This design comes from an exercise in tuning for small area on the open sky130 flow, not from production work. Function was checked by simulation only, so behaviour that the tests miss may differ from the original. No activity file was given, so power comes from the tool's default toggle rates.

==> flow/design.v <==
package tsdc_pkg;
    localparam int TSDC_QUEUE_DEPTH = 2;
    localparam int CFG_ADDR_W = 5;
    localparam int CFG_DATA_W = 64;
    localparam logic [1:0] CFG_IDX_MAX_PAYLOAD = 2'd0;
    localparam logic [1:0] CFG_IDX_MAJOR       = 2'd1;
    localparam logic [1:0] CFG_IDX_MINOR       = 2'd2;
    localparam logic [34:0] CFG_MAX_PAYLOAD_RST = 35'h4_0000_0000;
    localparam logic [15:0] CFG_MAJOR_RST       = 16'd1;
    localparam logic [15:0] CFG_MINOR_RST       = 16'd0;
    localparam logic [1:0] OUT_REC_HDR = 2'd0;
    localparam logic [1:0] OUT_PAYLOAD = 2'd1;
    localparam logic [1:0] OUT_ERROR   = 2'd2;
    localparam logic [3:0] ERR_MAGIC     = 4'd0;
    localparam logic [3:0] ERR_MAJOR     = 4'd1;
    localparam logic [3:0] ERR_MINOR     = 4'd2;
    localparam logic [3:0] ERR_ENDIAN    = 4'd3;
    localparam logic [3:0] ERR_HDR_SIZE  = 4'd4;
    localparam logic [3:0] ERR_SEQUENCE  = 4'd5;
    localparam logic [3:0] ERR_ZERO_KIND = 4'd6;
    localparam logic [3:0] ERR_SIZE      = 4'd7;
    localparam logic [3:0] ERR_TRUNCATED = 4'd8;
    localparam logic [63:0] STREAM_MAGIC = 64'h4352_5447_4244_5452;
    localparam logic [31:0] ENDIAN_MARK  = 32'h0102_0304;
    localparam logic [63:0] HEADER_BYTES = 64'd24;
    localparam logic [4:0]  HDR_LAST_IDX = 5'd23;
    localparam logic [4:0]  MAGIC_LAST_IDX = 5'd7;
    typedef struct packed {
        logic [7:0] data_byte;
        logic       end_of_stream;
    } src_item_t;
    localparam int RES_ITEM_W = 178;    
    typedef struct packed {
        logic [1:0]  out_type;
        logic [63:0] rec_sequence;
        logic [31:0] rec_kind;
        logic [31:0] rec_flags;
        logic [34:0] rec_size;
        logic [7:0]  payload_value;
        logic        last;
        logic [3:0]  error_code;
    } res_item_t;
    typedef struct packed {
        logic [34:0] max_payload_bytes;
        logic [15:0] supported_major;
        logic [15:0] supported_minor;
    } cfg_t;
endpackage
module tsdc_top
(
    input  logic        clk,
    input  logic        rst_n,
    input  logic        psel,
    input  logic        penable,
    input  logic        pwrite,
    input  logic [4:0]  paddr,
    input  logic [63:0] pwdata,
    output logic [63:0] prdata,
    output logic        pready,
    input  logic        src_valid,
    output logic        src_stall,
    input  logic [7:0]  src_data,
    input  logic        src_eos,
    output logic        res_valid,
    input  logic        res_stall,
    output logic [1:0]  res_type,
    output logic [63:0] res_sequence,
    output logic [31:0] res_kind,
    output logic [31:0] res_flags,
    output logic [34:0] res_size,
    output logic [7:0]  res_payload,
    output logic        res_last,
    output logic [3:0]  res_error
);
    localparam logic [1:0] PH_FILE = 2'd0;
    localparam logic [1:0] PH_REC  = 2'd1;
    localparam logic [1:0] PH_PAY  = 2'd2;
    localparam logic [1:0] PH_HALT = 2'd3;
    localparam logic [1:0] T_HDR = 2'd0;
    localparam logic [1:0] T_PAY = 2'd1;
    localparam logic [1:0] T_ERR = 2'd2;
    localparam logic [63:0] MAGIC  = 64'h4352_5447_4244_5452;
    localparam logic [31:0] ENDIAN = 32'h0102_0304;
    logic [34:0] cfg_max;
    logic [15:0] cfg_major;
    logic [15:0] cfg_minor;
    always_ff @(posedge clk or negedge rst_n)
    begin
        if (!rst_n)
        begin
            cfg_max   <= 35'h4_0000_0000;
            cfg_major <= 16'd1;
            cfg_minor <= 16'd0;
        end
        else if (psel && penable && pwrite)
        begin
            case (paddr[4:3])
                2'd0:    cfg_max   <= pwdata[34:0];
                2'd1:    cfg_major <= pwdata[15:0];
                2'd2:    cfg_minor <= pwdata[15:0];
                default: ;
            endcase
        end
    end
    always_comb
    begin
        case (paddr[4:3])
            2'd0:    prdata = {29'd0, cfg_max};
            2'd1:    prdata = {48'd0, cfg_major};
            2'd2:    prdata = {48'd0, cfg_minor};
            default: prdata = '0;
        endcase
    end
    assign pready = 1'b1;
    logic       v0, v1;
    logic [1:0] t0, t1;
    logic [7:0] d0, d1;
    logic       l0, l1;
    logic       accept;
    logic       pop;
    logic       push;
    logic [1:0] p_type;
    logic [7:0] p_data;
    logic       p_last;
    assign src_stall = v1;
    assign res_valid = v0;
    assign accept    = src_valid && !v1;
    assign pop       = v0 && !res_stall;
    logic [1:0]  ph, ph_n;
    logic [4:0]  idx, idx_n;
    logic [63:0] hseq;           
    logic [31:0] ck, cf;         
    logic [34:0] cs;
    logic [31:0] ok, of;         
    logic [34:0] os;
    logic [7:0]  b;
    logic        eos;
    logic        err_push;
    logic [3:0]  err_code;
    logic        lane_wr;
    logic        pay_acc;
    assign b   = src_data;
    assign eos = src_eos;
    logic        fa, fb, fc, fd;
    logic        fa_n, fb_n, fc_n, fd_n;
    logic        cy;             
    logic        cy_eff;
    logic [7:0]  hb;
    logic [7:0]  ref_byte;
    logic        eq, gt;
    logic        file;
    assign file   = (ph == PH_FILE);
    assign cy_eff = (idx == 5'd0) || cy;
    assign hb     = hseq[{idx[2:0], 3'b000} +: 8];
    always_comb
    begin
        ref_byte = 8'd0;
        if (file)
        begin
            case (idx[4:2])
                3'b000, 3'b001: ref_byte = MAGIC[{idx[2:0], 3'b000} +: 8];
                3'b010:         ref_byte = idx[1] ? cfg_minor[{idx[0], 3'b000} +: 8]
                                                  : cfg_major[{idx[0], 3'b000} +: 8];
                3'b011:         ref_byte = ENDIAN[{idx[1:0], 3'b000} +: 8];
                default:        ref_byte = (idx == 5'd16) ? 8'd24 : 8'd0;
            endcase
        end
        else
        begin
            case (idx[4:2])
                3'b000, 3'b001: ref_byte = hb + {7'd0, cy_eff};
                3'b100:         ref_byte = cfg_max[{idx[1:0], 3'b000} +: 8];
                3'b101:         ref_byte = (idx[1:0] == 2'd0) ? {5'd0, cfg_max[34:32]} : 8'd0;
                default:        ref_byte = 8'd0;
            endcase
        end
    end
    assign eq = (b == ref_byte);
    assign gt = (b > ref_byte);
    always_comb
    begin
        fa_n = fa;
        fb_n = fb;
        fc_n = fc;
        fd_n = fd;
        if (idx[4:3] == 2'b00)                           
            fa_n = ((idx != 5'd0) && fa) || !eq;
        if (file && idx[4:1] == 4'b0100)                 
            fa_n = ((idx != 5'd8) && fa) || !eq;
        if (file && idx[4:1] == 4'b0101)                 
            fb_n = gt || (eq && (idx != 5'd10) && fb);
        if (!file && idx[4:2] == 3'b010)                 
            fb_n = ((idx != 5'd8) && fb) || !eq;
        if (idx[4:2] == 3'b011)                          
            fc_n = ((idx != 5'd12) && fc) || !eq;
        if (idx[4])                                      
        begin
            if (file)
                fd_n = ((idx != 5'd16) && fd) || !eq;
            else
                fd_n = gt || (eq && (idx != 5'd16) && fd);
        end
    end
    always_comb
    begin
        ph_n     = ph;
        idx_n    = idx;
        push     = 1'b0;
        err_push = 1'b0;
        err_code = 4'd0;
        p_type   = T_HDR;
        p_last   = 1'b0;
        lane_wr  = 1'b0;
        pay_acc  = 1'b0;
        if (accept)
        begin
            case (ph)
                PH_FILE:
                begin
                    if (eos)
                    begin
                        err_push = 1'b1;
                        err_code = 4'd8;
                    end
                    else
                    begin
                        lane_wr = 1'b1;
                        idx_n   = idx + 5'd1;
                        if (idx == 5'd7 && fa_n)
                        begin
                            err_push = 1'b1;
                            err_code = 4'd0;
                        end
                        else if (idx == 5'd23)
                        begin
                            idx_n = 5'd0;
                            if (fa)
                            begin
                                err_push = 1'b1;
                                err_code = 4'd1;
                            end
                            else if (fb)
                            begin
                                err_push = 1'b1;
                                err_code = 4'd2;
                            end
                            else if (fc)
                            begin
                                err_push = 1'b1;
                                err_code = 4'd3;
                            end
                            else if (fd_n)
                            begin
                                err_push = 1'b1;
                                err_code = 4'd4;
                            end
                            else
                            begin
                                ph_n = PH_REC;
                            end
                        end
                    end
                end
                PH_REC:
                begin
                    if (eos)
                    begin
                        ph_n = PH_HALT;
                        if (idx != 5'd0)
                        begin
                            err_push = 1'b1;
                            err_code = 4'd8;
                        end
                    end
                    else
                    begin
                        lane_wr = 1'b1;
                        if (idx != 5'd23)
                        begin
                            idx_n = idx + 5'd1;
                        end
                        else
                        begin
                            idx_n = 5'd0;
                            if (fa)
                            begin
                                err_push = 1'b1;
                                err_code = 4'd5;
                            end
                            else if (!fb)
                            begin
                                err_push = 1'b1;
                                err_code = 4'd6;
                            end
                            else if (fd_n)
                            begin
                                err_push = 1'b1;
                                err_code = 4'd7;
                            end
                            else
                            begin
                                push   = 1'b1;
                                p_type = T_HDR;
                                p_last = (cs == 35'd0);
                                ph_n   = (cs != 35'd0) ? PH_PAY : PH_REC;
                            end
                        end
                    end
                end
                PH_PAY:
                begin
                    if (eos)
                    begin
                        err_push = 1'b1;
                        err_code = 4'd8;
                    end
                    else
                    begin
                        pay_acc = 1'b1;
                        push    = 1'b1;
                        p_type  = T_PAY;
                        p_last  = (cs == 35'd1);
                        if (cs == 35'd1)
                            ph_n = PH_REC;
                    end
                end
                default:
                begin
                end
            endcase
        end
        if (err_push)
        begin
            push   = 1'b1;
            p_type = T_ERR;
            ph_n   = PH_HALT;
        end
    end
    assign p_data = err_push ? {4'd0, err_code} : b;
    logic        c_shift;
    logic [34:0] cs_dec;
    assign c_shift = lane_wr && (idx >= 5'd8) && (idx <= 5'd19);
    assign cs_dec  = cs - 35'd1;
    logic [31:0] ck_n, cf_n;
    logic [34:0] cs_n;
    always_comb
    begin
        {cs_n, cf_n, ck_n} = {cs, cf, ck};
        if (err_push)
            {cs_n, cf_n, ck_n} = '0;
        else if (c_shift)
            {cs_n[31:0], cf_n, ck_n} = {b, cs[31:0], cf, ck[31:8]};
        else if (lane_wr && idx == 5'd20)
            cs_n[34:32] = b[2:0];
        else if (pay_acc)
            cs_n = cs_dec;
    end
    always_ff @(posedge clk)
    begin
        ck <= ck_n;
        cf <= cf_n;
        cs <= cs_n;
    end
    logic       head_ld;
    logic [1:0] head_type_n;
    assign head_ld     = (pop && v1) || (push && (!v0 || pop));
    assign head_type_n = (pop && v1) ? t1 : p_type;
    always_ff @(posedge clk or negedge rst_n)
    begin
        if (!rst_n)
        begin
            v0   <= 1'b0;
            v1   <= 1'b0;
            ph   <= PH_FILE;
            idx  <= 5'd0;
        end
        else
        begin
            if (pop)
            begin
                v1 <= 1'b0;
                v0 <= v1 || push;
            end
            else if (push)
            begin
                v0 <= 1'b1;
                v1 <= v0;
            end
            ph  <= ph_n;
            idx <= idx_n;
        end
    end
    always_ff @(posedge clk)
    begin
        if (ph == PH_FILE || (head_ld && head_type_n == T_ERR))
            hseq <= 64'd0;
        else
            hseq <= hseq + {63'd0, head_ld && head_type_n == T_HDR};
    end
    always_ff @(posedge clk)
    begin
        if (head_ld)
        begin
            if (pop && v1)
            begin
                t0 <= t1;
                d0 <= d1;
                l0 <= l1;
            end
            else
            begin
                t0 <= p_type;
                d0 <= p_data;
                l0 <= p_last;
            end
        end
        if (push && v0 && !pop)
        begin
            t1 <= p_type;
            d1 <= p_data;
            l1 <= p_last;
        end
        if (accept)
        begin
            fa <= fa_n;
            fb <= fb_n;
            fc <= fc_n;
            fd <= fd_n;
            cy <= cy_eff && (b == 8'd0);
        end
        if (head_ld && head_type_n != T_PAY)
        begin
            ok <= ck_n;
            of <= cf_n;
            os <= cs_n;
        end
    end
    logic h_err;
    assign h_err        = (t0 == T_ERR);
    assign res_type     = t0;
    assign res_sequence = hseq;
    assign res_kind     = ok;
    assign res_flags    = of;
    assign res_size     = os;
    assign res_payload  = (t0 == T_PAY) ? d0 : 8'd0;
    assign res_last     = l0;
    assign res_error    = h_err ? d0[3:0] : 4'd0;
endmodule
==> flow/flow/run.sh <==
#!/bin/bash
# The standard layout, with two changes: the port buffers are buf_1 cells
# instead of the resizer's default pick, and clock tree synthesis uses
# clkbuf_4 cells on small sink clusters without dummy loads. Each tool's
# output goes to a log file in this folder.
set -euo pipefail
export BUFFER_PORTS_ARGS="-buffer_cell sky130_fd_sc_hd__buf_1"
export CTS_ARGS="-sink_clustering_enable -repair_clock_nets -dont_use_dummy_load -buf_list sky130_fd_sc_hd__clkbuf_4 -sink_clustering_size 11 -sink_clustering_max_diameter 40"
bash standard.sh finish > standard.log 2>&1
==> flow/standard.sh <==
#!/bin/bash
# synth_recipe.tcl (not shown) runs the flow's synth.tcl, then flattens the netlist and writes it again
# the make line also repeats each setting of config.mk as NAME=value (left out here)
make -C /OpenROAD-flow-scripts/flow DESIGN_CONFIG=/design/flow/config.mk WORK_HOME=/design/flow/orfs CLKGATE_MAP_FILE= SYNTH_SCRIPT=/design/flow/synth_recipe.tcl "${@:-finish}"
==> flow/config.mk <==
export PLATFORM = sky130hd
export DESIGN_NAME = tsdc_top
export DESIGN_NICKNAME = tsdc_top
export VERILOG_FILES = /design/flow/design.v
export SDC_FILE = /design/flow/constraint.sdc
export NUM_CORES = 4
export LEC_CHECK = 0
export CAP_MARGIN = 20
export CORE_MARGIN = 2
export CORE_UTILIZATION = 40
export SLEW_MARGIN = 20
==> flow/constraint.sdc <==
create_clock -name core_clock -period 8.0 [get_ports {clk}]
set_input_delay 1.6000 -clock core_clock [delete_from_list [all_inputs] [get_ports {clk}]]
set_output_delay 1.6000 -clock core_clock [all_outputs]
set_load 0.01 [all_outputs]
==> results.json, run 1 <==
{
  "drt_first_pass_iters": 7,
  "p_seq_share_pct": 50.8,
  "fillCellCount": 4054,
  "cts.repair.resized": 0,
  "synth_warnings": 1,
  "cp_top_family": "simple AND/OR/NAND/NOR gates",
  "drv_cap": 0,
  "cp-end-kind": "flop",
  "critPathLaunchType": "flop",
  "regArea_um2": 8950,
  "required_ps": 8640,
  "clockBufferDepth": 3,
  "vias_per_cell": 5.34,
  "cts_buffers": 56,
  "hold_path_depth": 2,
  "cts.sink_count": 365,
  "totalWireLength_mm": 44.8,
  "r2r_cells": 25,
  "use_met3_pct": 4.73,
  "io_pins": 330,
  "synth-main-ff-cell": "dfxtp_1",
  "place_inst": 2317,
  "busiest_layer": "met2",
  "synth.avg_cell_area_um2": 10.7,
  "gp_congestion": 0.873,
  "holdWs_ps": 454,
  "slowest_stage": "a2111oi_0",
  "hold_buffers": 0,
  "cts-root-buf": "clkbuf_4",
  "wl_per_cell_um": 18.8,
  "grt_max_degree": 93,
  "final_util_pct": 44.7,
  "hold_path.class": "flop to flop",
  "rsz0062_at_grt": "no",
  "setup_viol": 0,
  "grt_overflow": 0,
  "synthToLayoutAreaGrowth_pct": 11.1,
  "mostFrequentLayoutCell": "buf_1",
  "sw_frac_of_total_pct": 37.1,
  "rows": 75,
  "worstMarginPinSlew_ps": 1060,
  "p_clk_share_pct": 17.7,
  "timing.final.crit_period_ps": 6920,
  "portBuffers": 267,
  "dr_total_vias": 12695,
  "postCtsSetupBuffers": 0,
  "synthArstFlopShare_pct": 20.8,
  "drc": 0,
  "path_class": "flop to flop",
  "max-slew-margin-rel_pct": 29.6,
  "p_switching_mw": 1.94,
  "antenna_found_initial": 5,
  "crit_path_frequent_cell": "ha_1",
  "r2r_slack_ps": 1080,
  "path_max_fanout": 13,
  "ant_nets": 0,
  "initial_core_util_pct": 40.3,
  "timing.rr.end": "hseq[60]",
  "grt_use_met1_pct": 27.0,
  "min_from": "cf[1]",
  "drive_gt1_share_pct": 11.8,
  "layout.cells.non_filler": 2378,
  "clock_latency_ps": 810,
  "h-tree-depth": 2,
  "dieArea_um2": 43600,
  "cellPowerDensity_nw_per_um2": 281,
  "grt.met2_usage_pct": 33.3,
  "finalHoldViolCount": 0,
  "p_int_mw": 3.29,
  "synth-seq-cells": 365,
  "p_total_mw": 5.23,
  "critPathMaxStageDelay_ps": 560,
  "grt_pass1_wl_mm": 70.2,
  "tritoncts": "yes",
  "fp.dieW_um": 209,
  "pwr-share-comb_pct": 31.6,
  "core_um2": 41700,
  "arrival_ps": 7550,
  "dp_hpwl_mm": 31.8,
  "num-nets-final": 1944,
  "setup-tns-final_ps": 0,
  "clock_skew_ps": 114,
  "synth_cells": 1574,
  "drv_slew": 0,
  "status": "finished clean",
  "reg2reg_from": "idx[0]",
  "drt-initial-drc-count": 811,
  "fp.dieH_um": 209,
  "power_leakage_nw": 6.64,
  "multi_input_area_um2": 7280,
  "layout_common_cells": "buf_1, nand2_1, dfxtp_1, nor2_1, edfxtp_1",
  "fin_crit_sh_pct": 86.4,
  "min_to": "ck[25]",
  "grt_pass1_vias": 12481,
  "ir_drop_v": 0.000140,
  "fmax_ghz": 0.145,
  "synth_edf_count": 126,
  "yosysUniqueCellTypes": 73,
  "synth_area_um2": 16800,
  "grtUsageTotal_pct": 20.3,
  "ys_seq_area_share_pct": 53.3,
  "clk_pin_slew_worst_paths_ps": 110,
  "cp_num_buf_inv": 2
}
[stage by stage]
stage                     setup WS [ps]  instance area (um2)
after detailed placement           1110                18200
final                              1080                18600
after global placement             1230                18200
after global routing                305                18600
after CTS                          1080                18600
after floorplan                    49.1                16900
[worst reg2reg max path: stages (launching register included)]
cell,delay (ps)
dfrtp_2,550
inv_1,200
ha_1,310
or4b_1,540
nand2b_1,150
ha_1,180
ha_1,230
a222oi_1,330
nand2_1,90
o21ai_0,100
ha_1,280
a2111oi_0,560
o311ai_1,270
a311oi_2,290
buf_4,270
o22ai_1,160
nor2b_1,240
ha_1,220
ha_1,220
nand4_1,120
nor2_1,410
and2_1,410
nand4_1,260
nor2_1,220
xnor2_1,140
nor2_1,50
[how the worst max path moves through the flow]
stage,from,to,slack [ps],cells after the start
detailed placement,idx[0],hseq[60],1110,25
finish,idx[0],hseq[60],1080,25
global placement,idx[0],hseq[56],1230,25
CTS,idx[0],hseq[60],1080,25
floorplan,idx[0],of[0],50,22
global route,idx[0],hseq[58],300,25
[cell usage after synthesis (3+ instances only)]
cell      count  area [um2]
a31oi_1       9        56.3
o21a_1        5        37.5
a21o_1        4        30.0
o21ai_0      36         180
nor3_1       23         115
o31ai_1       4        30.0
nand3_1      43         215
o211ai_1      3        22.5
mux2_2       75         845
xnor2_1      63         552
buf_1         8        30.0
nand2b_1     10        62.6
a311oi_1      3        26.3
nor4_4        3        63.8
or2_2         4        25.0
a21oi_1      93         465
edfxtp_1    126        3780
a32oi_1       3        26.3
and3_1       15        93.8
dfrtp_1      74        1850
mux4_2       33         743
ha_1         22         275
nand4_1      25         156
nand2_1     227         852
nor2b_1      12        75.1
buf_4        30         225
o21ai_1       3        15.0
nor3_2        4        40.0
dfxtp_1     163        3260
mux2i_1      23         230
xor2_1       35         307
or4_1         5        37.5
and2_1       36         225
clkbuf_1     57         214
a211oi_1     22         165
or3_1         3        18.8
and4_1        5        43.8
buf_6         8        90.1
inv_1        28         105
nor2_1      157         589
o22ai_1      11        68.8
buf_2         7        35.0
nor4_1       13        81.3
[state kept, by name, summed over array words and instances (netlist names), 2 cells and up]
signal / cells
cf: 32
cs: 35
ok: 32
ck: 32
hseq: 64
d1: 8
d0: 8
os: 35
idx: 5
cfg_max: 35
cfg_minor: 16
t1: 2
ph: 2
of: 32
cfg_major: 16
t0: 2
[metal layers]
metal | wire, um | share of wire (%)
met1 | 19400 | 43
met2 | 21500 | 48
met3 | 3060 | 6.8
met4 | 876 | 2.0
met5 | 27 | 0.060
[cell families (layout without fill, tap and decap cells)]
logic type	count (synthesis)	count (layout)	share of synthesized area, %
multiplexers	131	131	10.8
AND/OR/NAND/NOR	599	599	16.9
XOR/XNOR	98	98	5.12
flip-flops	365	365	53.3
buffers and inverters	139	372	4.19
adder cells (fa/ha/maj)	22	22	1.64
AO/OA/AOI/OAI	218	218	7.92
other	2	34	0.0448
[cell type report]
type | instances | share of cell area (%)
diodes | 4 | 0.0537
clock buffers | 56 | 2.26
inverters | 29 | 0.584
multi-input cells | 1098 | 39.1
flip-flops and latches | 365 | 48.0
well taps | 539 | 3.62
repair buffers | 287 | 6.40
[power by group through the flow]
stage,sequential (mW),clock (mW),combinational [mW]
2_1_floorplan,2.61,0,1.22
3_3_place_gp,2.69,0,1.63
3_5_place_dp,2.70,0,1.64
4_1_cts,2.66,0.963,1.66
5_1_grt,2.71,1.04,1.82
6_report,2.66,0.924,1.65
==> inputs of run 2 (changes only) <==
==> flow/flow/run.sh (replaced) <==
#!/bin/bash
# The standard layout with three changes:
#  - synthesis maps the logic with flow/abc_area.script, an area-oriented
#    version of ORFS's abc_speed.script (more &dch/&nf rounds, &nf with delay
#    relaxation, no buffering or upsizing); everything else in synthesis is
#    the standard synthesis, so the registers are the same;
#  - the port buffers are buf_1 cells instead of the resizer's default pick;
#  - clock tree synthesis uses clkbuf_4 cells on small sink clusters without
#    dummy loads.
# Each step's output goes to a log file of its own in this folder.
set -euo pipefail
W=$(pwd)
rm -rf "$W/scripts_area"
cp -r "$FLOW_HOME/scripts" "$W/scripts_area"
cp "$W/flow/abc_area.script" "$W/scripts_area/abc_speed.script"
export BUFFER_PORTS_ARGS="-buffer_cell sky130_fd_sc_hd__buf_1"
export CTS_ARGS="-sink_clustering_enable -repair_clock_nets -dont_use_dummy_load -buf_list sky130_fd_sc_hd__clkbuf_4 -sink_clustering_size 11 -sink_clustering_max_diameter 40"
bash standard.sh SCRIPTS_DIR="$W/scripts_area" synth > synth.log 2>&1
bash standard.sh finish > layout.log 2>&1
==> flow/flow/abc_area.script (new file) <==
&get -n
&st
&dch
&nf -R 1000 -p
&st
&syn2
&if -g -K 6
&synch2
&nf -R 1000 -p
&st
&syn2
&if -g -K 6
&synch2
&nf -R 1000 -p
&st
&syn2
&if -g -K 6
&synch2
&nf -R 1000 -p
&st
&syn2
&if -g -K 6
&synch2
&nf -R 1000 -p
&st
&syn2
&if -g -K 6
&synch2
&nf -R 1000 -p
&st
&dch -f
&nf -R 1000 -p
&st
&dch -f
&nf -R 1000 -p
&st
&dch -f
&nf -R 1000 -p
&st
&dch -f
&nf -R 1000 -p
&st
&dch -f
&nf -R 1000 -p
&st
&dch -f
&nf -R 1000 -p
&st
&dch -f
&nf -R 1000 -p
&st
&dch -f
&nf -R 1000 -p
&put
topo
stime -c
dnsize -c
==> run 2 against run 1 <==
Highest routed layer is now met4. Register-to-register slack got worse by 380 ps. Clock power shrank 1%. Synthesized cell count down 3.4%. Global-route usage rose by 0.48 points. Largest cell class unchanged. Critical path depth up 9. Combinational power rose by 9.7%. Sequential share of layout area grew 1.4 points. Count of clock-buffer cells in the layout fell by 2. First-iteration DRC count is 5.2% higher. Final cell count increased by 0.76%. Still clean. Non-clock buffer count increased by 13.
==> results.json, run 2 <==
{
  "dp_hpwl_mm": 30.0,
  "fin_crit_sh_pct": 91.2,
  "setup_viol": 0,
  "synth.area.mux_share_pct": 6.82,
  "drive_gt1_share_pct": 6.03,
  "synth_area_um2": 15800,
  "yosysMostFrequentCell": "nand2_1",
  "grt_overflow": 0,
  "synth.avg_cell_area_um2": 10.4,
  "min_from": "cf[9]",
  "worstMarginPinSlew_ps": 1010,
  "fp.dieH_um": 203,
  "dieArea_um2": 41200,
  "reg2reg_from": "idx[0]",
  "ir_drop_v": 0.000132,
  "clock_latency_ps": 850,
  "synth_cells": 1521,
  "drv_cap": 0,
  "synthArstFlopShare_pct": 20.8,
  "grt_max_degree": 100,
  "antenna_found_initial": 2,
  "critPathLaunchType": "flop",
  "mostFrequentLayoutCell": "nand2_1",
  "drt-initial-drc-count": 853,
  "num-nets-final": 1982,
  "timing.final.crit_period_ps": 7290,
  "holdWs_ps": 447,
  "r2r_cells": 34,
  "drt_first_pass_iters": 5,
  "rsz0062_at_grt": "no",
  "max-slew-margin-rel_pct": 32.8,
  "grt_pass1_wl_mm": 68.2,
  "tritoncts": "yes",
  "yosys.area_share.simple_pct": 17.3,
  "finalHoldViolCount": 0,
  "fillCellCount": 3773,
  "io_pins": 330,
  "slowest_stage": "dfrtp_4",
  "totalWireLength_mm": 43.0,
  "synthToLayoutAreaGrowth_pct": 14.5,
  "power_leakage_nw": 6.53,
  "placed_cell_area_um2": 17700,
  "fp.dieW_um": 203,
  "ys_seq_area_share_pct": 56.6,
  "drv_slew": 0,
  "ant_nets": 0,
  "wl_per_cell_um": 18.0,
  "critPathMaxStageDelay_ps": 510,
  "status": "finished clean",
  "synth-compound-area-share_pct": 12.4,
  "fmax_ghz": 0.137,
  "setup-tns-final_ps": 0,
  "synth_warnings": 1,
  "clk_pin_slew_worst_paths_ps": 100,
  "synth_top_cell_by_area": "edfxtp_1",
  "largest_register_ffs": 64,
  "clockBufferDepth": 3,
  "crit_path_frequent_cell": "ha_1",
  "synthXorXnorAreaFrac_pct": 2.93,
  "top_register": "hseq",
  "synth_top_family_by_area": "simple AND/OR/NAND/NOR gates",
  "final_cell_area_um2": 18100,
  "min_to": "cf[1]",
  "synth_area_leaders": "edfxtp_1, dfxtp_1, dfrtp_1, nand2_1, mux2_1",
  "regArea_um2": 8960,
  "portBuffers": 267,
  "cts-root-buf": "clkbuf_4",
  "hold_buffers": 0,
  "hold_path.class": "flop to flop",
  "path_class": "flop to flop",
  "r2r_slack_ps": 710,
  "setup_ws_ps": 706,
  "core_um2": 38800,
  "drc": 0,
  "yosysUniqueCellTypes": 63,
  "synth_edf_count": 126,
  "layout_common_cells": "nand2_1, buf_1, dfxtp_1, a21oi_1, edfxtp_1",
  "multi_input_area_um2": 6700,
  "synth-seq-cells": 365,
  "cts.sink_count": 365,
  "preCtsSetupSlack_ps": 480,
  "path_max_fanout": 22,
  "cellPowerDensity_nw_per_um2": 293,
  "initial_core_util_pct": 40.7,
  "synth.top_cell.area_share_pct": 23.9,
  "vias_per_cell": 5.34,
  "h-tree-depth": 2,
  "clock_skew_ps": 120,
  "rows": 72,
  "synth-main-ff-cell": "dfxtp_1",
  "dr_total_vias": 12806,
  "required_ps": 8590,
  "synth_commonest_cells": "nand2_1, dfxtp_1, a21oi_1, edfxtp_1, nor2_1",
  "arrival_ps": 7880,
  "cp-end-kind": "flop",
  "timing.rr.end": "hseq[58]",
  "grt_pass1_vias": 12384,
  "gp_congestion": 0.891,
  "hold_path_depth": 2,
  "grtUsageTotal_pct": 20.8,
  "cts_buffers": 54,
  "synthAdderAreaFrac_pct": 1.74
}
[run 2: cell types whose count changed after synthesis, sizes merged, moves of 32 or more]
cell	delta
a21oi	+38
o21ai	+40
clkinv	+32
xnor2	-35
nor2	-45
clkbuf	-57
nand2	+42
[run 2: how the worst max path moves through the flow]
stage,endpoint,slack [ps],cells after the start,start
5_1_grt,hseq[58],30,32,idx[4]
6_report,hseq[58],710,34,idx[0]
4_1_cts,hseq[58],360,32,idx[1]
3_5_place_dp,hseq[58],480,32,idx[1]
3_3_place_gp,hseq[58],580,32,idx[1]
2_1_floorplan,hseq[63],130,31,idx[0]
[run 2: kinds of logic (layout without fill, tap and decap cells)]
family | after synthesis | in the layout
compound gates | 328 | 328
xor+xnor | 53 | 53
fa+ha+maj | 22 | 22
buf+inv | 62 | 386
flops | 365 | 365
mux | 90 | 90
other cells | 2 | 35
simple gates | 599 | 599
[run 2: worst max-delay path: cells and delay by family (launching register included)]
family | cells | cell delay [ps]
AO/OA/AOI/OAI | 7 | 1540
XOR/XNOR | 2 | 240
adder cells (fa/ha/maj) | 4 | 1030
buffers and inverters | 4 | 610
flip-flops | 1 | 510
AND/OR/NAND/NOR | 17 | 3230
[run 2: what timing repair did]
action / 4_1_cts / 5_1_grt
endpoints found under the setup margin: 0 / 11
gates resized for setup: 0 / 7
setup buffers: 0 / 0
[run 2: through the flow]
stage	power, mW	utilization (%)	cells
after floorplan	3.72	-	1549
after global placement	4.39	45.5	2337
after detailed placement	4.42	45.5	2337
after CTS	5.34	46.6	2391
after global routing	5.67	46.6	2394
final	5.30	46.7	2396
[run 2: power by group]
part | switching, mW | total (mW) | internal [mW]
combinational | 1.18 | 1.81 | 0.631
clock | 0.608 | 0.915 | 0.307
sequential | 0.251 | 2.58 | 2.33
total | 2.04 | 5.30 | 3.26
[run 2: final cells by class]
cell class / count / area share, %
multi-input combinational: 1122 / 37.0
timing repair buffer: 300 / 6.99
inverter: 32 / 0.691
clock buffer: 54 / 2.24
sequential: 365 / 49.4
antenna: 5 / 0.0691
tap: 518 / 3.58
[run 2: routing by layer]
layer  GRT usage, %  wire, um  up-vias
met4           6.70      1170        0
met3           5.14      2960       73
met1           28.3     19500     6139
met5              0         0        -
met2           32.6     19400      418
li1               -         -     6176
==> inputs of run 3 (changes only) <==
--- a/flow/flow/run.sh
+++ b/flow/flow/run.sh
@@ -14,6 +14,6 @@
 cp -r "$FLOW_HOME/scripts" "$W/scripts_area"
 cp "$W/flow/abc_area.script" "$W/scripts_area/abc_speed.script"
 export BUFFER_PORTS_ARGS="-buffer_cell sky130_fd_sc_hd__buf_1"
-export CTS_ARGS="-sink_clustering_enable -repair_clock_nets -dont_use_dummy_load -buf_list sky130_fd_sc_hd__clkbuf_4 -sink_clustering_size 11 -sink_clustering_max_diameter 40"
+export CTS_ARGS="-sink_clustering_enable -repair_clock_nets -dont_use_dummy_load -buf_list sky130_fd_sc_hd__clkbuf_4 -sink_clustering_size 9 -sink_clustering_max_diameter 40"
 bash standard.sh SCRIPTS_DIR="$W/scripts_area" synth > synth.log 2>&1
 bash standard.sh finish > layout.log 2>&1
--- a/flow/config.mk
+++ b/flow/config.mk
@@ -5,7 +5,7 @@
 export SDC_FILE = /design/flow/constraint.sdc
 export NUM_CORES = 4
 export LEC_CHECK = 0
-export CAP_MARGIN = 20
+export CAP_MARGIN = 0
 export CORE_MARGIN = 2
 export CORE_UTILIZATION = 40
-export SLEW_MARGIN = 20
+export SLEW_MARGIN = 0
==> run 3 against run 2 <==
Die area unchanged. Final cell count about the same. Count of clock-buffer cells in the layout up 2. Design area about the same. Combinational power is essentially flat. Critical endpoint unchanged.
==> results.json, run 3 <==
{
  "status": "finished clean",
  "p_int_mw": 3.27,
  "hold_path.class": "flop to flop",
  "pwr-share-comb_pct": 34.0,
  "cts_buffers": 56,
  "critPathLaunchType": "flop",
  "num-nets-final": 1984,
  "fmax_ghz": 0.137,
  "synth_area_um2": 15800,
  "ant_nets": 0,
  "path_class": "flop to flop",
  "antenna_found_initial": 2,
  "cts.sink_count": 365,
  "fp.dieH_um": 203,
  "clock_skew_ps": 93.7,
  "synth-seq-cells": 365,
  "path_max_fanout": 22,
  "grtUsageTotal_pct": 20.8,
  "fillCellCount": 3783,
  "setup_viol": 0,
  "rows": 72,
  "cp-end-kind": "flop",
  "clock_latency_ps": 840,
  "sw_frac_of_total_pct": 38.4,
  "required_ps": 8610,
  "synth_top_cell_by_area": "edfxtp_1",
  "synth_warnings": 1,
  "drv_slew": 0,
  "fin_crit_sh_pct": 91.4,
  "drive_gt1_share_pct": 6.13,
  "cellPowerDensity_nw_per_um2": 293,
  "fp.dieW_um": 203,
  "grt_pass1_wl_mm": 68.1,
  "arrival_ps": 7920,
  "drc": 0,
  "grt_max_degree": 100,
  "synthArstFlopShare_pct": 20.8,
  "slowest_stage": "dfrtp_4",
  "drt-initial-drc-count": 752,
  "worstMarginPinSlew_ps": 1080,
  "dr_total_vias": 12836,
  "ir_drop_v": 0.000123,
  "core_um2": 38800,
  "yosysUniqueCellTypes": 63,
  "cts-root-buf": "clkbuf_4",
  "critPathMaxStageDelay_ps": 510,
  "timing.final.crit_period_ps": 7310,
  "p_clk_share_pct": 17.5,
  "synth-main-ff-cell": "dfxtp_1",
  "hold_path_depth": 2,
  "top_register": "hseq",
  "drv_cap": 0,
  "final_util_pct": 46.7,
  "cts.repair.resized": 0,
  "postCtsSetupBuffers": 0,
  "clk_pin_slew_worst_paths_ps": 100,
  "grt_overflow": 0,
  "p_seq_share_pct": 48.4,
  "yosysMostFrequentCell": "nand2_1",
  "rsz0062_at_grt": "no",
  "max-slew-margin-rel_pct": 27.9,
  "synth.top_cell.area_share_pct": 23.9,
  "synth_area_leaders": "edfxtp_1, dfxtp_1, dfrtp_1, nand2_1, mux2_1",
  "portBuffers": 267,
  "setup-tns-final_ps": 0,
  "initial_core_util_pct": 40.7,
  "crit_path_frequent_cell": "ha_1",
  "dp_hpwl_mm": 30.0,
  "finalHoldViolCount": 0,
  "h-tree-depth": 2,
  "p_switching_mw": 2.05,
  "wl_per_cell_um": 18.0,
  "io_pins": 330,
  "totalWireLength_mm": 43.1,
  "synth.avg_cell_area_um2": 10.4,
  "mostFrequentLayoutCell": "nand2_1",
  "clockBufferDepth": 3,
  "synth_cells": 1521,
  "synth_edf_count": 126,
  "drt_first_pass_iters": 5,
  "largest_register_ffs": 64,
  "gp_congestion": 0.891,
  "synth_commonest_cells": "nand2_1, dfxtp_1, a21oi_1, edfxtp_1, nor2_1",
  "ys_seq_area_share_pct": 56.6,
  "vias_per_cell": 5.35,
  "r2r_cells": 34,
  "grt_pass1_vias": 12389,
  "dieArea_um2": 41200,
  "tritoncts": "yes",
  "synthToLayoutAreaGrowth_pct": 14.6,
  "power_leakage_nw": 6.54,
  "hold_buffers": 0,
  "layout_common_cells": "nand2_1, buf_1, dfxtp_1, a21oi_1, edfxtp_1"
}
[run 3: power by group through the flow]
stage	Combinational [mW]	Sequential (mW)	Clock [mW]
2_1_floorplan	1.07	2.65	0
3_3_place_gp	1.78	2.60	0
3_5_place_dp	1.80	2.62	0
4_1_cts	1.81	2.58	0.974
5_1_grt	2.02	2.62	1.05
6_report	1.81	2.58	0.931
[run 3: logic make-up after synthesis]
logic type,count (synthesis),share of synthesized area [%]
other,2,0.0475
buffers and inverters,62,2.18
flip-flops,365,56.6
XOR/XNOR,53,2.93
adder cells (fa/ha/maj),22,1.74
AND/OR/NAND/NOR,599,17.3
multiplexers,90,6.82
AO/OA/AOI/OAI,328,12.4
[run 3: cell type report]
class / count / area (um2) / area share, %
flip-flops and latches: 365 / 8960 / 49.4
multi-input cells: 1122 / 6700 / 37.0
repair buffers: 300 / 1270 / 6.98
well taps: 518 / 648 / 3.57
clock buffers: 56 / 420 / 2.32
inverters: 32 / 125 / 0.690
diodes: 5 / 12.5 / 0.0690
[run 3: worst max-delay path: cells and delay by family, from the launching register on]
family | cells | cell delay, ps
DFF | 1 | 510
AOI/OAI and AO/OA | 7 | 1560
adders and majority gates | 4 | 1030
buffers and inverters | 4 | 610
xor gates and xnor gates | 2 | 240
and+or+nand+nor | 17 | 3220
[run 3: worst paths after layout]
path	start	slack, ps	endpoint
worst max-delay path	idx[0]	690	hseq[58]
max in group asynchronous	rst_n	6120	idx[0]
min in group asynchronous	rst_n	1000	ph[0]
worst min-delay path	cf[8]	450	cf[0]
worst min register to register	cf[8]	450	cf[0]
worst max register to register	idx[0]	690	hseq[58]
[run 3: stage by stage]
| stage | setup slack [ps] | total power, mW | hold WS [ps] | instances | cell area, um2 |
|---|---|---|---|---|---|
| 2_1_floorplan | 134 | 3.72 | 432 | 1549 | 15900 |
| 3_3_place_gp | 583 | 4.39 | 440 | 2337 | 17700 |
| 3_5_place_dp | 480 | 4.42 | 450 | 2337 | 17700 |
| 4_1_cts | 368 | 5.36 | 458 | 2393 | 18100 |
| 5_1_grt | 37.6 | 5.69 | 484 | 2398 | 18100 |
| 6_report | 687 | 5.32 | 452 | 2398 | 18100 |
[run 3: routing by layer]
layer / routed length, um / GRT usage, % / vias up
met2: 19500 / 32.5 / 451
met5: 0 / 0 / -
li1: - / - / 6180
met3: 3360 / 5.44 / 84
met1: 19000 / 28.1 / 6121
met4: 1220 / 6.99 / 0
==> inputs of run 4 (changes only) <==
--- a/flow/config.mk
+++ b/flow/config.mk
@@ -5,7 +5,8 @@
 export SDC_FILE = /design/flow/constraint.sdc
 export NUM_CORES = 4
 export LEC_CHECK = 0
-export CAP_MARGIN = 0
+export CAP_MARGIN = 20
 export CORE_MARGIN = 2
 export CORE_UTILIZATION = 40
-export SLEW_MARGIN = 0
+export GPL_TIMING_DRIVEN = 0
+export SLEW_MARGIN = 20
==> run 4 against run 3 <==
Non-clock buffer count rose by 31. Maximum frequency fell by 0.70%. Total power up 4.6%. Register-to-register slack worse by 50 ps. Synthesized area stayed put. Sequential share of layout area fell by 1.9 points. Wire length up 3.2%. Via count is 1.4% higher. Combinational power increased by 11%. Worst hold slack worse by 11 ps. Critical endpoint unchanged.
==> results.json, run 4 <==
{
  "cts-root-buf": "clkbuf_4",
  "fmax_ghz": 0.136,
  "ys_seq_area_share_pct": 56.6,
  "critPathMaxStageDelay_ps": 600,
  "dp_hpwl_mm": 31.1,
  "tritoncts": "yes",
  "final_util_pct": 48.6,
  "mostFrequentLayoutCell": "nand2_1",
  "worstMarginPinSlew_ps": 949,
  "final_cell_area_um2": 18900,
  "wl_per_cell_um": 18.3,
  "hold_path.class": "flop to flop",
  "core_um2": 38800,
  "synthToLayoutAreaGrowth_pct": 19.4,
  "cp_num_buf_inv": 3,
  "required_ps": 8620,
  "drive_gt1_share_pct": 9.21,
  "grt_max_degree": 81,
  "placed_cell_area_um2": 18100,
  "synth_commonest_cells": "nand2_1, dfxtp_1, a21oi_1, edfxtp_1, nor2_1",
  "setup_viol": 0,
  "drc": 0,
  "totalWireLength_mm": 44.5,
  "cts_buffers": 59,
  "holdWs_ps": 441,
  "drt-initial-drc-count": 699,
  "largest_register_ffs": 64,
  "hold_buffers": 0,
  "vias_per_cell": 5.35,
  "synth_area_leaders": "edfxtp_1, dfxtp_1, dfrtp_1, nand2_1, mux2_1",
  "crit_path_frequent_cell": "ha_1",
  "portBuffers": 267,
  "path_max_fanout": 80,
  "status": "finished clean",
  "cellPowerDensity_nw_per_um2": 295,
  "synthArstFlopShare_pct": 20.8,
  "synth_area_um2": 15800,
  "synth-main-ff-cell": "dfxtp_1",
  "synth_top_cell_by_area": "edfxtp_1",
  "initial_core_util_pct": 40.7,
  "max-slew-margin-rel_pct": 36.5,
  "clock_latency_ps": 840,
  "grt_pass1_wl_mm": 70.4,
  "rows": 72,
  "clockBufferDepth": 3,
  "antenna_found_initial": 2,
  "power_leakage_nw": 6.93,
  "fin_crit_sh_pct": 92.1,
  "clock_skew_ps": 103,
  "io_pins": 330,
  "yosysMostFrequentCell": "nand2_1",
  "clk_pin_slew_worst_paths_ps": 100,
  "synth.avg_cell_area_um2": 10.4,
  "grt_pass1_vias": 12859,
  "drt_first_pass_iters": 5,
  "dr_total_vias": 13013,
  "synth_cells": 1521,
  "ant_nets": 0,
  "drv_cap": 0,
  "h-tree-depth": 2,
  "arrival_ps": 7990,
  "cp-end-kind": "flop",
  "synth-seq-cells": 365,
  "gp_congestion": 0.875,
  "path_class": "flop to flop",
  "synth_warnings": 1,
  "synth.top_cell.area_share_pct": 23.9,
  "synth_edf_count": 126,
  "drv_slew": 0,
  "cp_top_family": "simple AND/OR/NAND/NOR gates",
  "fillCellCount": 3713,
  "fp.dieH_um": 203,
  "top_register": "hseq",
  "dieArea_um2": 41200,
  "finalHoldViolCount": 0,
  "slowest_stage": "dfrtp_4",
  "grtUsageTotal_pct": 21.6,
  "ir_drop_v": 0.000120,
  "regArea_um2": 8960,
  "multi_input_area_um2": 6850,
  "yosysUniqueCellTypes": 63,
  "timing.final.crit_period_ps": 7360,
  "cts.sink_count": 365,
  "num-nets-final": 2019,
  "layout_common_cells": "nand2_1, buf_1, dfxtp_1, a21oi_1, edfxtp_1",
  "fp.dieW_um": 203,
  "r2r_slack_ps": 640,
  "critPathLaunchType": "flop",
  "grt_overflow": 0
}
==> run 4: cell counts after synthesis <==
Identical to the previous run, type by type.
==> run 4: where the power goes <==
| group | switching (mW) | internal, mW |
|---|---|---|
| registers | 0.274 | 2.33 |
| logic | 1.25 | 0.768 |
| clock network | 0.617 | 0.334 |
| total | 2.14 | 3.43 |
==> run 4: worst paths after layout <==
kind / startpoint / endpoint / cells after the start
worst min-delay path: cf[28] / cf[20] / 2
worst max-delay path: idx[0] / hseq[58] / 34
max in group asynchronous: rst_n / idx[1] / 2
min in group asynchronous: rst_n / cfg_max[12] / 1
worst min register to register: cf[28] / cf[20] / 2
worst max register to register: idx[0] / hseq[58] / 34
==> run 4: layout make-up <==
type | count | area share [%]
flip-flops and latches | 365 | 47.5
multi-input cells | 1123 | 36.3
repair buffers | 301 | 8.41
well taps | 518 | 3.43
clock buffers | 59 | 2.35
plain buffers | 30 | 1.19
inverters | 32 | 0.809
diodes | 4 | 0.0530
==> run 4: repair_timing <==
action / in CTS / in global routing
hold endpoints to repair: 0 / 0
setup endpoints to repair: 188 / 35
gates cloned: 1 / 0
buffers inserted: 10 / 4
gates resized for setup: 31 / 13
pin swaps: 0 / 2
==> run 4: tightest hold or removal path, delay by kind of cell (launching register included) <==
kind            cells  cell delay [ps]
flops               1              310
compound gates      1               70
simple gates        1               60
==> run 4: kinds of logic after synthesis <==
kind of cell	share of synthesized area (%)
xor gates and xnor gates	2.93
muxes	6.82
buffers and inverters	2.18
other	0.0475
AOI/OAI and AO/OA	12.4
adders and majority gates	1.74
and+or+nand+nor	17.3
DFF	56.6
==> run 4: stage by stage <==
step	setup slack [ps]	power [mW]	std cells	setup TNS, ps
6_report	635	5.57	2432	0
5_1_grt	-14.6	5.93	2430	-19.3
4_1_cts	24.3	5.58	2424	0
3_5_place_dp	-3600	4.49	2354	-257810
3_3_place_gp	-3360	4.34	2334	-540250
2_1_floorplan	134	3.72	1549	0
==> run 4: per-layer routing <==
layer | track usage, % | up-vias | part of all wire [%] | wire length [um]
met5 | 0 | - | 0 | 0
met3 | 5.47 | 96 | 7.5 | 3320
li1 | - | 6258 | - | -
met1 | 28.7 | 6204 | 44 | 19400
met4 | 7.69 | 0 | 3.1 | 1360
met2 | 34.1 | 455 | 46 | 20400
==> inputs of run 5 (changes only) <==
--- a/flow/config.mk
+++ b/flow/config.mk
@@ -8,5 +8,4 @@
 export CAP_MARGIN = 20
 export CORE_MARGIN = 2
 export CORE_UTILIZATION = 40
-export GPL_TIMING_DRIVEN = 0
 export SLEW_MARGIN = 20
==> run 5 against run 4 <==
Still clean. Combinational power is about 10% lower. Clock skew fell by 7.6 ps. Design area decreased by 4.0%. Sequential power is essentially flat. Utilization down 1.9 points. Setup slack better by 52 ps. Synthesized cell count is the same. Maximum frequency increased by 0.72%. Global-route usage fell by 0.78 points. Sequential cell count is the same. Critical path type unchanged. Largest cell class unchanged. Largest power group unchanged.
==> results.json, run 5 <==
{
  "synthToLayoutAreaGrowth_pct": 14.6,
  "synth_edf_count": 126,
  "yosysUniqueCellTypes": 63,
  "clockBufferDepth": 3,
  "fillCellCount": 3783,
  "timing.final.crit_period_ps": 7310,
  "cts.sink_count": 365,
  "final_util_pct": 46.7,
  "drive_gt1_share_pct": 6.13,
  "fin_crit_sh_pct": 91.4,
  "vias_per_cell": 5.35,
  "fp.dieW_um": 203,
  "h-tree-depth": 2,
  "grt_overflow": 0,
  "yosysMostFrequentCell": "nand2_1",
  "synth_top_family_by_area": "simple AND/OR/NAND/NOR gates",
  "synth_commonest_cells": "nand2_1, dfxtp_1, a21oi_1, edfxtp_1, nor2_1",
  "arrival_ps": 7920,
  "synthArstFlopShare_pct": 20.8,
  "rsz0062_at_grt": "no",
  "num-nets-final": 1984,
  "required_ps": 8610,
  "cp-end-kind": "flop",
  "cts.repair.resized": 0,
  "grt_pass1_wl_mm": 68.1,
  "power_leakage_nw": 6.54,
  "path_class": "flop to flop",
  "dp_hpwl_mm": 30.0,
  "synth_area_leaders": "edfxtp_1, dfxtp_1, dfrtp_1, nand2_1, mux2_1",
  "crit_path_frequent_cell": "ha_1",
  "dr_total_vias": 12818,
  "critPathLaunchType": "flop",
  "gp_congestion": 0.891,
  "fmax_ghz": 0.137,
  "layout_common_cells": "nand2_1, buf_1, dfxtp_1, a21oi_1, edfxtp_1",
  "synth_top_cell_by_area": "edfxtp_1",
  "ant_nets": 0,
  "ys_seq_area_share_pct": 56.6,
  "tritoncts": "yes",
  "grtUsageTotal_pct": 20.8,
  "synth_warnings": 1,
  "hold_buffers": 0,
  "grt_max_degree": 100,
  "clock_latency_ps": 840,
  "mostFrequentLayoutCell": "nand2_1",
  "synth.area.mux_share_pct": 6.82,
  "antenna_found_initial": 2,
  "largest_register_ffs": 64,
  "synth_cells": 1521,
  "ir_drop_v": 0.000124,
  "portBuffers": 267,
  "hold_path.class": "flop to flop",
  "path_max_fanout": 22,
  "slowest_stage": "dfrtp_4",
  "clock_skew_ps": 95.5,
  "synth_area_um2": 15800,
  "max-slew-margin-rel_pct": 32.5,
  "synth-main-ff-cell": "dfxtp_1",
  "synthAdderAreaFrac_pct": 1.74,
  "critPathMaxStageDelay_ps": 510,
  "drc": 0,
  "drv_cap": 0,
  "drt-initial-drc-count": 752,
  "setup_viol": 0,
  "drv_slew": 0,
  "io_pins": 330,
  "initial_core_util_pct": 40.7,
  "yosys.area_share.simple_pct": 17.3,
  "cp_top_family": "simple AND/OR/NAND/NOR gates",
  "p_total_mw": 5.32,
  "grt_pass1_vias": 12389,
  "drt_first_pass_iters": 5,
  "dieArea_um2": 41200,
  "status": "finished clean",
  "finalHoldViolCount": 0,
  "synth-compound-area-share_pct": 12.4,
  "cts-root-buf": "clkbuf_4",
  "synth-seq-cells": 365,
  "synthXorXnorAreaFrac_pct": 2.93,
  "clk_pin_slew_worst_paths_ps": 100,
  "cellPowerDensity_nw_per_um2": 293,
  "core_um2": 38800,
  "cp_num_buf_inv": 4,
  "worstMarginPinSlew_ps": 1010,
  "cts_buffers": 56,
  "synth.avg_cell_area_um2": 10.4,
  "postCtsSetupBuffers": 0,
  "totalWireLength_mm": 43.1,
  "fp.dieH_um": 203,
  "top_register": "hseq",
  "wl_per_cell_um": 18.0,
  "setup-tns-final_ps": 0,
  "rows": 72,
  "synth.top_cell.area_share_pct": 23.9
}
[run 5: cell counts after synthesis]
No cell type changed its count.
[run 5: per-layer routing]
metal	track usage (%)	part of all wire, %	vias to the layer above
met3	5.44	7.8	84
met2	32.5	45	441
met4	6.99	2.8	0
met5	0	0	-
li1	-	-	6181
met1	28.1	44	6112
[run 5: area by class of cell]
cell class	instances	area, um2	share of cell area [%]
inverters	32	125	0.690
flip-flops and latches	365	8960	49.4
clock buffers	56	420	2.32
diodes	5	12.5	0.0690
well taps	518	648	3.57
multi-input cells	1122	6700	37.0
repair buffers	300	1270	6.98
[run 5: tightest hold or removal path: stages (launching register included)]
cell and delay (ps):
dfxtp_1 310, nand2_1 50, a21oi_1 70
[run 5: through the flow]
step | cells | worst slack (ps) | hold slack [ps] | cell area, um2
floorplan | 1549 | 134 | 432 | 15900
global placement | 2337 | 583 | 440 | 17700
detailed placement | 2337 | 480 | 450 | 17700
CTS | 2393 | 368 | 458 | 18100
global route | 2398 | 37.6 | 484 | 18100
finish | 2398 | 688 | 452 | 18100
[run 5: worst paths after layout]
check,cells after the start,slack (ps),from,endpoint
min in group asynchronous,1,950,rst_n,ph[0]
worst min-delay path,2,450,cf[8],cf[0]
worst min register to register,2,450,cf[8],cf[0]
worst max-delay path,34,690,idx[0],hseq[58]
max in group asynchronous,1,6230,rst_n,idx[0]
worst max register to register,34,690,idx[0],hseq[58]
[run 5: report_power, final]
| part | total (mW) | internal, mW | leakage [nW] | switching (mW) |
|---|---|---|---|---|
| Sequential | 2.58 | 2.33 | 3.42 | 0.251 |
| Clock | 0.932 | 0.318 | 0.258 | 0.614 |
| Combinational | 1.81 | 0.630 | 2.86 | 1.18 |
| Total | 5.32 | 3.27 | 6.54 | 2.04 |
[run 5: kinds of logic after synthesis]
family,Yosys count
flops,365
fa+ha+maj,22
simple gates,599
compound gates,328
xor+xnor,53
buf+inv,62
other cells,2
mux,90
==> inputs of run 6 (changes only) <==
--- a/flow/flow/run.sh
+++ b/flow/flow/run.sh
@@ -1,9 +1,10 @@
 #!/bin/bash
 # The standard layout with three changes:
 #  - synthesis maps the logic with flow/abc_area.script, an area-oriented
-#    version of ORFS's abc_speed.script (more &dch/&nf rounds, &nf with delay
-#    relaxation, no buffering or upsizing); everything else in synthesis is
-#    the standard synthesis, so the registers are the same;
+#    replacement for ORFS's abc_speed.script (&deepsyn for 90 s, then
+#    &dch/&nf rounds with delay relaxation, no buffering or upsizing);
+#    everything else in synthesis is the standard synthesis, so the
+#    registers are the same;
 #  - the port buffers are buf_1 cells instead of the resizer's default pick;
 #  - clock tree synthesis uses clkbuf_4 cells on small sink clusters without
 #    dummy loads.
==> flow/flow/abc_area.script (replaced) <==
&get -n
&st
&deepsyn -T 90
&st
&dch -f
&nf -R 1000 -p
&st
&dch -f
&nf -R 1000 -p
&st
&dch -f
&nf -R 1000 -p
&st
&dch -f
&nf -R 1000 -p
&st
&dch -f
&nf -R 1000 -p
&st
&dch -f
&nf -R 1000 -p
&put
topo
stime -c
dnsize -c
==> run 6 against run 5 <==
Now fails the layout checks on negative setup slack. Largest power group unchanged. Sequential share of layout area is 5.7 points lower. Synthesized area is 5.3% lower. Worst hold slack better by 17 ps. Critical path type unchanged.
==> results.json, run 6 <==
{
  "critPathMaxStageDelay_ps": 460,
  "synth-seq-cells": 365,
  "cts_buffers": 55,
  "drt_first_pass_iters": 5,
  "slowest_stage": "dfrtp_2",
  "fillCellCount": 3263,
  "dr_total_vias": 13096,
  "finalHoldViolCount": 0,
  "drv_slew": 0,
  "grt_overflow": 0,
  "largest_register_ffs": 64,
  "required_ps": 8620,
  "core_um2": 36800,
  "cts.sink_count": 365,
  "p_int_mw": 3.68,
  "holdWs_ps": 469,
  "synth_area_leaders": "edfxtp_1, dfxtp_1, dfrtp_1, mux2_1, a22o_1",
  "fmax_ghz": 0.0957,
  "timing.final.crit_period_ps": 10450,
  "cellPowerDensity_nw_per_um2": 285,
  "rsz0062_at_grt": "yes",
  "synth.top_cell.area_share_pct": 25.3,
  "grt_pass1_wl_mm": 70.6,
  "ir_drop_v": 0.000135,
  "sw_frac_of_total_pct": 37.2,
  "gp_congestion": 0.887,
  "pwr-share-comb_pct": 40.7,
  "status": "finished with violations",
  "setup_viol": 30,
  "synth_edf_count": 126,
  "synth_cells": 1281,
  "cts-root-buf": "clkbuf_4",
  "totalWireLength_mm": 46.0,
  "portBuffers": 267,
  "mostFrequentLayoutCell": "buf_4",
  "wl_per_cell_um": 18.9,
  "ant_nets": 0,
  "drv_cap": 0,
  "synthToLayoutAreaGrowth_pct": 36.8,
  "fin_crit_sh_pct": 131,
  "violations": "negative setup slack",
  "drt-initial-drc-count": 699,
  "antenna_found_initial": 6,
  "fp.dieW_um": 198,
  "drive_gt1_share_pct": 28.4,
  "dieArea_um2": 39000,
  "setup_ws_ps": -2450,
  "h-tree-depth": 2,
  "synth_warnings": 1,
  "io_pins": 330,
  "p_clk_share_pct": 15.6,
  "critPathLaunchType": "flop",
  "layout_common_cells": "buf_4, buf_1, dfxtp_1, edfxtp_1, a22o_1",
  "tritoncts": "yes",
  "final_cell_area_um2": 20500,
  "arrival_ps": 11070,
  "grtUsageTotal_pct": 23.1,
  "path_max_fanout": 6,
  "crit_path_frequent_cell": "and3_4",
  "synth_area_um2": 15000,
  "synth.avg_cell_area_um2": 11.7,
  "vias_per_cell": 5.37,
  "synth_top_cell_by_area": "edfxtp_1",
  "synth_commonest_cells": "dfxtp_1, edfxtp_1, a22o_1, nand2_1, nor3_1",
  "synthArstFlopShare_pct": 20.8,
  "num-nets-final": 2076,
  "power_leakage_nw": 8.45,
  "clockBufferDepth": 3,
  "synth-main-ff-cell": "dfxtp_1",
  "max-slew-margin-rel_pct": 41.1,
  "grt_max_degree": 77,
  "p_switching_mw": 2.17,
  "drc": 0,
  "ys_seq_area_share_pct": 59.8,
  "path_class": "flop to flop",
  "initial_core_util_pct": 40.7,
  "dp_hpwl_mm": 32.0,
  "hold_path.class": "flop to flop",
  "p_seq_share_pct": 43.7,
  "clk_pin_slew_worst_paths_ps": 100,
  "top_register": "hseq",
  "worstMarginPinSlew_ps": 880,
  "grt_pass1_vias": 12724,
  "fp.dieH_um": 198,
  "placed_cell_area_um2": 18900,
  "clock_latency_ps": 820,
  "clock_skew_ps": 130,
  "cp-end-kind": "flop",
  "yosysMostFrequentCell": "dfxtp_1",
  "hold_buffers": 0,
  "yosysUniqueCellTypes": 51,
  "rows": 70
}
[run 6: changes by cell type after synthesis, moves of 13 or more]
cell,delta
a22o_1,+90
nand3_1,-23
xnor2_1,-16
nand4_1,-13
o22ai_1,+29
nor2_1,-48
o21ai_0,-36
nor3_1,+51
nand2_1,-176
a31oi_1,-23
and3_1,+53
clkinv_1,-19
a21oi_1,-51
[run 6: per-layer routing]
layer	wire length, um	global-route usage, %
met1	20600	31.6
met4	1010	6.29
met2	21400	36.8
met3	2860	5.29
met5	42	0
[run 6: cell type report]
type / instances / area (um2) / share of cell area (%)
Antenna cell: 4 / 10.0 / 0.0488
Tap cell: 468 / 586 / 2.86
Timing Repair Buffer: 633 / 3920 / 19.1
Sequential cell: 365 / 8950 / 43.7
Multi-Input combinational cell: 901 / 6560 / 32.0
Clock buffer: 55 / 413 / 2.01
Inverter: 13 / 60.1 / 0.293
[run 6: logic make-up after synthesis]
group           after synthesis  synth area share [%]
flops                       365                  59.8
mux                          75                  5.62
simple gates                425                  14.5
fa+ha+maj                    22                  1.84
compound gates              318                  14.6
other cells                   2                0.0501
xor+xnor                     31                  1.81
buf+inv                      43                  1.83
[run 6: worst paths after layout]
kind                       startpoint      endpoint  slack, ps  cells past startpoint
setup / recovery               idx[1]      hseq[62]      -2450                     63
hold / removal                 cf[23]        cf[15]        470                      1
setup reg to reg               idx[1]      hseq[62]      -2450                     63
hold reg to reg                cf[23]        cf[15]        470                      1
max in group asynchronous       rst_n        idx[0]       6340                      2
min in group asynchronous       rst_n  cfg_major[5]        970                      2
[run 6: power groups by stage]
stage / logic, mW / clock network (mW) / registers, mW
after floorplan: 1.08 / 0 / 2.63
after global placement: 2.12 / 0 / 2.59
after detailed placement: 2.14 / 0 / 2.59
after CTS: 2.28 / 0.949 / 2.55
after global routing: 2.59 / 1.02 / 2.59
final: 2.38 / 0.912 / 2.55
[run 6: worst max-delay path: cells and delay by family (launching register included)]
family / cells / cell delay, ps
xor gates and xnor gates: 1 / 140
adders and majority gates: 4 / 810
DFF: 1 / 460
and+or+nand+nor: 48 / 7840
AOI/OAI and AO/OA: 7 / 720
buffers and inverters: 3 / 390
[run 6: stage by stage]
step / power [mW] / worst slack [ps] / util, % / std cells / TNS (ps)
5_1_grt: 6.20 / -2860 / 55.7 / 2439 / -55100
3_3_place_gp: 4.71 / -2880 / 51.4 / 2303 / -50040
2_1_floorplan: 3.71 / -3490 / - / 1309 / -72070
4_1_cts: 5.78 / -2300 / 54.7 / 2407 / -37280
6_report: 5.85 / -2450 / 55.7 / 2439 / -41900
3_5_place_dp: 4.73 / -3070 / 51.4 / 2303 / -55780
[run 6: repair_timing]
action / CTS / global route
setup buffers: 50 / 31
endpoints found under the setup margin: 34 / 35
gates resized for setup: 100 / 31
pin swaps: 91 / 49
==> inputs of run 7 (changes only) <==
--- a/flow/flow/run.sh
+++ b/flow/flow/run.sh
@@ -1,10 +1,9 @@
 #!/bin/bash
 # The standard layout with three changes:
 #  - synthesis maps the logic with flow/abc_area.script, an area-oriented
-#    replacement for ORFS's abc_speed.script (&deepsyn for 90 s, then
-#    &dch/&nf rounds with delay relaxation, no buffering or upsizing);
-#    everything else in synthesis is the standard synthesis, so the
-#    registers are the same;
+#    version of ORFS's abc_speed.script (more &dch/&syn4/&nf rounds, &nf with
+#    delay relaxation, no buffering or upsizing); everything else in
+#    synthesis is the standard synthesis, so the registers are the same;
 #  - the port buffers are buf_1 cells instead of the resizer's default pick;
 #  - clock tree synthesis uses clkbuf_4 cells on small sink clusters without
 #    dummy loads.
==> flow/flow/abc_area.script (replaced) <==
&get -n
&st
&dch
&nf -R 1000 -p
&st
&syn2
&if -g -K 6
&synch2
&nf -R 1000 -p
&st
&syn2
&if -g -K 6
&synch2
&nf -R 1000 -p
&st
&syn2
&if -g -K 6
&synch2
&nf -R 1000 -p
&st
&syn2
&if -g -K 6
&synch2
&nf -R 1000 -p
&st
&syn2
&if -g -K 6
&synch2
&nf -R 1000 -p
&st
&dch -f
&nf -R 1000 -p
&st
&dch -f
&nf -R 1000 -p
&st
&dch -f
&nf -R 1000 -p
&st
&dch -f
&nf -R 1000 -p
&st
&dch -f
&nf -R 1000 -p
&st
&dch -f
&nf -R 1000 -p
&st
&dch -f
&nf -R 1000 -p
&st
&dch -f
&nf -R 1000 -p
&st
&syn4
&dch -f
&nf -R 1000 -p
&st
&syn4
&dch -f
&nf -R 1000 -p
&st
&syn4
&dch -f
&nf -R 1000 -p
&st
&syn4
&dch -f
&nf -R 1000 -p
&st
&syn4
&dch -f
&nf -R 1000 -p
&st
&syn4
&dch -f
&nf -R 1000 -p
&st
&syn4
&dch -f
&nf -R 1000 -p
&st
&syn4
&dch -f
&nf -R 1000 -p
&put
topo
stime -c
dnsize -c
--- a/flow/config.mk
+++ b/flow/config.mk
@@ -5,7 +5,7 @@
 export SDC_FILE = /design/flow/constraint.sdc
 export NUM_CORES = 4
 export LEC_CHECK = 0
-export CAP_MARGIN = 20
+export CAP_MARGIN = 0
 export CORE_MARGIN = 2
 export CORE_UTILIZATION = 40
-export SLEW_MARGIN = 20
+export SLEW_MARGIN = 0
==> run 7 against run 6 <==
Now clean on timing, DRC and antenna. Highest routed layer unchanged. Critical endpoint is now hseq[57]. Sequential cell count stayed put. Die area is 2.4% higher. Largest cell class unchanged. Sequential share of layout area is 5.8 points higher. Clock skew is 14 ps higher. Largest power group unchanged.
==> results.json, run 7 <==
{
  "synth.top_cell.area_share_pct": 24.7,
  "mostFrequentLayoutCell": "buf_1",
  "critPathLaunchType": "flop",
  "drv_slew": 0,
  "layout_common_cells": "buf_1, dfxtp_1, nand2_1, edfxtp_1, nor2_1",
  "timing.final.crit_period_ps": 7530,
  "dr_total_vias": 12268,
  "arrival_ps": 8210,
  "cts-root-buf": "clkbuf_4",
  "placed_cell_area_um2": 17600,
  "grtUsageTotal_pct": 21.2,
  "portBuffers": 267,
  "pwr-share-comb_pct": 35.9,
  "largest_register_ffs": 64,
  "synth_warnings": 1,
  "dieArea_um2": 39900,
  "r2r_cells": 40,
  "cp_num_buf_inv": 4,
  "synthToLayoutAreaGrowth_pct": 18.0,
  "slowest_stage": "or3_4",
  "clock_skew_ps": 144,
  "place_inst": 2218,
  "grt_max_degree": 100,
  "grt_pass1_vias": 11791,
  "num-nets-final": 1875,
  "final_cell_area_um2": 18100,
  "cts_buffers": 57,
  "synth_edf_count": 126,
  "status": "finished clean",
  "worstMarginPinSlew_ps": 1160,
  "synth-seq-cells": 365,
  "yosysMostFrequentCell": "dfxtp_1",
  "hold_path.class": "flop to flop",
  "cp_top_family": "simple AND/OR/NAND/NOR gates",
  "required_ps": 8670,
  "synthArstFlopShare_pct": 20.8,
  "grt_overflow": 0,
  "fp.dieH_um": 200,
  "drt_first_pass_iters": 5,
  "path_class": "flop to flop",
  "p_clk_share_pct": 17.2,
  "totalWireLength_mm": 42.8,
  "clock_latency_ps": 840,
  "drv_cap": 0,
  "p_seq_share_pct": 46.8,
  "core_um2": 37800,
  "h-tree-depth": 2,
  "fin_crit_sh_pct": 94.2,
  "sw_frac_of_total_pct": 38.0,
  "clockBufferDepth": 3,
  "path_max_fanout": 7,
  "layout.cells.non_filler": 2279,
  "power_leakage_nw": 6.79,
  "rows": 71,
  "synth_area_leaders": "edfxtp_1, dfxtp_1, dfrtp_1, mux2_1, a22o_1",
  "hold_path_depth": 1,
  "cts.sink_count": 365,
  "p_int_mw": 3.36,
  "wl_per_cell_um": 18.8,
  "busiest_layer": "met2",
  "vias_per_cell": 5.38,
  "hold_buffers": 0,
  "drive_gt1_share_pct": 10.0,
  "crit_cells": 40,
  "clk_pin_slew_worst_paths_ps": 80,
  "fmax_ghz": 0.133,
  "ir_drop_v": 0.000126,
  "cp-end-kind": "flop",
  "synth_top_cell_by_area": "edfxtp_1",
  "critPathMaxStageDelay_ps": 460,
  "drc": 0
}
-- run 7: cell count changes in the layout (fill, tap and decap cells not counted), moves of 21 or more --
cell     change
buf_4      -242
and3_4      -59
nand2_1     +53
nor2_1      +45
buf_6       -37
nor3_1      -33
a22o_1      -24
and3_1      +24
nand3_1     +23
a21oi_1     -21
-- run 7: path summary, 6_finish.rpt --
path                            slack [ps]    from       end
min in group asynchronous             1030   rst_n     ph[0]
worst max-delay path                   470  idx[1]  hseq[57]
worst max register to register         470  idx[1]  hseq[57]
worst min register to register         480   ck[4]     ck[4]
max in group asynchronous             6170   rst_n    idx[2]
worst min-delay path                   480   ck[4]     ck[4]
-- run 7: final cells by class --
type                    count  area (um2)  share of cell area, %
flip-flops and latches    365        8950                   49.5
inverters                  17        67.6                  0.373
diodes                      2        5.00                 0.0276
clock buffers              57         428                   2.36
repair buffers            353        1660                   9.19
multi-input cells         974        6350                   35.1
well taps                 511         639                   3.53
-- run 7: power groups by stage --
stage / registers (mW) / clock network (mW) / logic [mW]
after floorplan: 2.59 / 0 / 1.08
after global placement: 2.57 / 0 / 1.85
after detailed placement: 2.57 / 0 / 1.87
after CTS: 2.53 / 0.973 / 1.89
after global routing: 2.58 / 1.04 / 2.16
final: 2.53 / 0.932 / 1.94
-- run 7: metrics by stage --
step                      TNS (ps)  util [%]  power, mW  worst slack, ps  hold slack [ps]
after floorplan                  0         -       3.67             84.3              439
after global placement           0      46.5       4.42             13.3              454
after detailed placement      -105      46.5       4.44            -35.4              457
after CTS                        0      47.7       5.40             7.80              487
after global routing          -139      48.0       5.78            -49.1              506
final                            0      48.0       5.41              467              477
-- run 7: cells by family (layout without fill, tap and decap cells) --
family	Yosys count	in the layout	share of synthesized area (%)
AND/OR/NAND/NOR	489	489	15.5
flip-flops	365	365	58.3
AO/OA/AOI/OAI	310	310	14.2
multiplexers	72	72	5.28
XOR/XNOR	51	51	2.91
buffers and inverters	47	427	1.88
adder cells (fa/ha/maj)	22	22	1.79
other	2	32	0.0489
-- run 7: per-layer routing --
layer | share of wire, % | up-vias | routed length, um
li1 | - | 5878 | -
met1 | 43 | 5868 | 18500
met2 | 47 | 430 | 20000
met3 | 7.1 | 90 | 3050
met4 | 3.0 | 2 | 1280
met5 | 0.019 | - | 8
-- run 7: worst register-to-register path: cells and delay by family, from the launching register on --
kind | cells | cell delay (ps)
AOI/OAI and AO/OA | 9 | 1730
buffers and inverters | 4 | 600
DFF | 1 | 430
adders and majority gates | 4 | 910
and+or+nand+nor | 23 | 3830
-- run 7: timing repair --
action	4_1_cts	5_1_grt
hold endpoints to repair	0	0
buffers inserted	0	2
resized for setup	2	25
pin swaps	0	1
endpoints found under the setup margin	5	22

## afterwards: timing with drivers on the ports
How much do the figures lean on ideal ports? The routed layouts below were timed once more, with nothing changed but the port constraints.
Step 1: set_driving_cell puts a clkbuf_16 on clk and a buf_2 on each other input, an assumption about the parent block.
Step 2 also shifts input and output timing later by t, the mid clock arrival at the registers, as if the neighbouring blocks saw the same clock.
Slacks: ideal ports / drivers / drivers and shift; pairs: ideal ports / drivers.
run	shift t [ns]	setup WS [ns]
run 1	0.809	1.085 / 1.085 / 1.085
run 2	0.835	0.706 / 0.706 / 0.706
run 3	0.838	0.687 / 0.687 / 0.687
run 4	0.842	0.635 / 0.635 / 0.635
run 5	0.840	0.688 / 0.688 / 0.688
run 6	0.800	-2.450 / -2.450 / -2.450
run 7	0.810	0.467 / 0.467 / 0.467
